Source: an optimization exercise on an open RTL-to-GDS flow (aim: small area). Production flows keep margins and buffers that such runs may drop.
In this exercise RTL edits were held to simulation tests only and were not proved equivalent to the original.
Power and IR drop assume default switching activity.

==> flow/design.v (excerpt) <==
module io_map_sync #(
  parameter int PIN_NUM     = 24,
  parameter int CFG_NBIT    = 8,
  parameter int MIPI_GP_NUM = 4,
  parameter int FREQ_GP_NUM = 4,
  parameter int SYNC_STAGES = 2,
  parameter int TURN_CYCLES = 4
) (
  input  logic                        clk,
  input  logic                        rst,
  input  logic [PIN_NUM*CFG_NBIT-1:0] i_cfg,
  input  logic                        i_cfg_vld,
  output logic                        o_cfg_busy,
  output logic                        o_cfg_done,
  output logic                        o_cfg_err,
  input  logic [PIN_NUM-1:0]          o_ioctrl_dir,
  input  logic [PIN_NUM-1:0]          o_ioctrl_db,
  output logic [PIN_NUM-1:0]          i_ioctrl_db,
  input  logic [MIPI_GP_NUM-1:0]      mipi_sclk,
  input  logic [MIPI_GP_NUM-1:0]      mipi_sdo,
  input  logic [MIPI_GP_NUM-1:0]      mipi_sdo_en,
  output logic [MIPI_GP_NUM-1:0]      mipi_sdi,
  output logic [FREQ_GP_NUM-1:0]      freq_io,
  input  logic [PIN_NUM-1:0]          i_io_db,
  output logic [PIN_NUM-1:0]          o_io_dir,
  output logic [PIN_NUM-1:0]          o_io_db
);
export LEC_CHECK = 0
export ABC_AREA = 1
export CAP_MARGIN = 20
export CORE_MARGIN = 2
export CORE_UTILIZATION = 45
export SLEW_MARGIN = 20
create_clock -name core_clock -period 7.0 [get_ports {clk}]
standard.sh (not shown) runs the stock make flow with config.mk's settings and CLKGATE_MAP_FILE= SYNTH_SCRIPT=/design/flow/synth_recipe.tcl, a recipe that flattens the netlist after the stock synthesis.
==> flow/flow/run.sh <==
#!/bin/bash
# The standard ORFS layout with two changes:
# - synthesis maps logic with flow/abc_area.script (a stronger area-recovery ABC script) in
#   place of ORFS's abc_area.script; everything else in synthesis is the standard
#   synthesis (synth_recipe.tcl), so the registers and their names are unchanged;
# - every port gets the smallest buffer (buf_1) instead of buffer_ports' default choice;
# - the clock tree is built from clkbuf_4 cells, without dummy loads.
set -euo pipefail
here=$(pwd)
rm -rf "$here/scripts_abc"
cp -r "$FLOW_HOME/scripts" "$here/scripts_abc"
cp "$here/flow/abc_area.script" "$here/scripts_abc/abc_area.script"
SCRIPTS_DIR="$here/scripts_abc" bash standard.sh synth > synth.log 2>&1
export BUFFER_PORTS_ARGS="-buffer_cell sky130_fd_sc_hd__buf_1"
export CTS_ARGS="-sink_clustering_enable -repair_clock_nets -buf_list sky130_fd_sc_hd__clkbuf_8 -dont_use_dummy_load -sink_buffer_max_cap_derate 1.0 -sink_clustering_size 18 -sink_clustering_max_diameter 80"
bash standard.sh > layout.log 2>&1
==> flow/flow/abc_area.script <==
&get -n
&st
&dch -f
&nf -R 1000
&st
&dch -f
&nf -R 1000
&put
topo
The first run finished clean.
Next try:
==> flow/flow/run.sh (replaced) <==
#!/bin/bash
# The standard ORFS layout with three changes:
# - synthesis maps logic with flow/abc_area.script (a stronger area-recovery ABC script) in
#   place of ORFS's abc_area.script; everything else in synthesis is the standard
#   synthesis (synth_recipe.tcl), so the registers and their names are unchanged;
# - every port gets the smallest buffer (buf_1) instead of buffer_ports' default choice;
# - the clock tree is built from clkbuf_4 cells in clusters of at most 9 sinks, without
#   dummy loads (the default uses clkbuf_16 cells).
# Each step's full output goes to synth.log / layout.log here and to ORFS's own logs under orfs/.
set -euo pipefail
here=$(pwd)
rm -rf "$here/scripts_abc"
cp -r "$FLOW_HOME/scripts" "$here/scripts_abc"
cp "$here/flow/abc_area.script" "$here/scripts_abc/abc_area.script"
SCRIPTS_DIR="$here/scripts_abc" bash standard.sh synth > synth.log 2>&1
export BUFFER_PORTS_ARGS="-buffer_cell sky130_fd_sc_hd__buf_1"
export CTS_ARGS="-sink_clustering_enable -repair_clock_nets -buf_list sky130_fd_sc_hd__clkbuf_4 -dont_use_dummy_load -sink_buffer_max_cap_derate 1.0 -sink_clustering_size 9 -sink_clustering_max_diameter 60"
bash standard.sh > layout.log 2>&1
Settings changed: CORE_UTILIZATION 45 to 50, PLACE_DENSITY set to 0.75.
After rerunning: Combinational power hardly moves; register-to-register slack gets better by 0.03 ns; wire length shrinks by 1.9%; design area shrinks by 0.37%; sequential power is about the same.
Next try:
Settings changed: PLACE_DENSITY 0.75 to not set.
The new run passed the timing, DRC and antenna checks.
Core utilization hardly moves.
Sequential cell count is unchanged.
Maximum frequency hardly moves.
Next try:
==> flow/flow/run.sh (replaced) <==
#!/bin/bash
# The standard ORFS layout with two changes:
# - synthesis maps logic with flow/abc_area.script (a stronger area-recovery ABC script) in
#   place of ORFS's abc_area.script; everything else in synthesis is the standard
#   synthesis (synth_recipe.tcl), so the registers and their names are unchanged;
# - every port gets the smallest buffer (buf_1) instead of buffer_ports' default choice;
# - the clock tree is built from clkbuf_4 cells, without dummy loads.
set -euo pipefail
here=$(pwd)
rm -rf "$here/scripts_abc"
cp -r "$FLOW_HOME/scripts" "$here/scripts_abc"
cp "$here/flow/abc_area.script" "$here/scripts_abc/abc_area.script"
SCRIPTS_DIR="$here/scripts_abc" bash standard.sh synth > synth.log 2>&1
export BUFFER_PORTS_ARGS="-buffer_cell sky130_fd_sc_hd__buf_1"
export CTS_ARGS="-sink_clustering_enable -repair_clock_nets -buf_list sky130_fd_sc_hd__clkbuf_8 -dont_use_dummy_load"
bash standard.sh > layout.log 2>&1
Settings changed: CORE_UTILIZATION 50 to 45.
The changed run ran to the end with no violations.
Fmax hardly moves.
Cell area climbs by 2.7%.
First-iteration DRC count came out lower by 20%.
Register-to-register slack hardly moves.
Total power went up by 5.4%.
Routed wire length goes up by 3.7%.
Via count barely changes.
Sequential power hardly moves.
Next try:
--- a/flow/flow/run.sh
+++ b/flow/flow/run.sh
@@ -14,3 +14,3 @@
 export BUFFER_PORTS_ARGS="-buffer_cell sky130_fd_sc_hd__buf_1"
-export CTS_ARGS="-sink_clustering_enable -repair_clock_nets -buf_list sky130_fd_sc_hd__clkbuf_8 -dont_use_dummy_load"
+export CTS_ARGS="-sink_clustering_enable -repair_clock_nets -buf_list sky130_fd_sc_hd__clkbuf_4 -dont_use_dummy_load"
 bash standard.sh > layout.log 2>&1
Design area shrinks by about 0.5%.
Die area does not change.
Core utilization drops by 0.27 points.
Worst setup slack got worse by 0.022 ns.
Final cell count grows by about 1%.
Count of clock-buffer cells in the layout rose by 32.
Total power went down by 1.3%.
Synthesized area does not change.
Routed wire length came out higher by 0.43%.
Global-route usage rose by 0.24 points.
Sequential cell count is unchanged.
Next try:
--- a/flow/flow/run.sh
+++ b/flow/flow/run.sh
@@ -14,3 +14,3 @@
 export BUFFER_PORTS_ARGS="-buffer_cell sky130_fd_sc_hd__buf_1"
-export CTS_ARGS="-sink_clustering_enable -repair_clock_nets -buf_list sky130_fd_sc_hd__clkbuf_4 -dont_use_dummy_load"
+export CTS_ARGS="-sink_clustering_enable -repair_clock_nets -buf_list sky130_fd_sc_hd__clkbuf_4 -dont_use_dummy_load -sink_buffer_max_cap_derate 1.0 -sink_clustering_size 9 -sink_clustering_max_diameter 60"
 bash standard.sh > layout.log 2>&1
Settings changed: CORE_UTILIZATION 45 to 55.
Effect: The changed run finished with max-capacitance violations, max-slew violations left. Design area goes down by a few percent. Global-route usage goes up by 6.1 points. Wire length goes down by a few percent. Setup slack gets worse by 0.14 ns. Total power goes down by a few percent. Combinational power goes up slightly. First-iteration DRC count goes up by roughly a tenth. Synthesized cell count does not change. Non-clock buffer count goes down by 11. Area after synthesis is unchanged.

-- afterwards: timing with drivers on the ports --
How much do the figures lean on ideal ports? The routed layouts below were timed once more, with nothing changed but the port constraints. Step 1 sets driving cells, clkbuf_16 on the clock port and buf_2 on the other inputs (assumed; they add their load-dependent delay and slew). Step 2 moves the port delays by t, midway between the first and last clock arrival at a register: inputs arrive t later, outputs are due t later. That takes back most of the time a late clock gives input paths. a / b / c = no drivers / after step 1 / after step 2; a / b = the first two.
run | t (ns) | setup slack, ns | worst setup path after step 2 | slew at the worst register clock pin (ns) | cell pins on the clock port's net
the first run | 0.664 | 0.868 / 0.868 / 0.868 | register to register | 0.12 / 0.12 | 1
the second run | 0.824 | 0.898 / 0.898 / 0.898 | register to register | 0.11 / 0.11 | 1
the third run | 0.810 | 0.915 / 0.915 / 0.915 | register to register | 0.11 / 0.11 | 1
the fourth run | 0.682 | 0.927 / 0.927 / 0.927 | register to register | 0.07 / 0.07 | 1
the fifth run | 0.828 | 0.905 / 0.905 / 0.905 | register to register | 0.07 / 0.07 | 1
the sixth run | 0.832 | 0.766 / 0.766 / 0.766 | register to register | 0.12 / 0.12 | 1
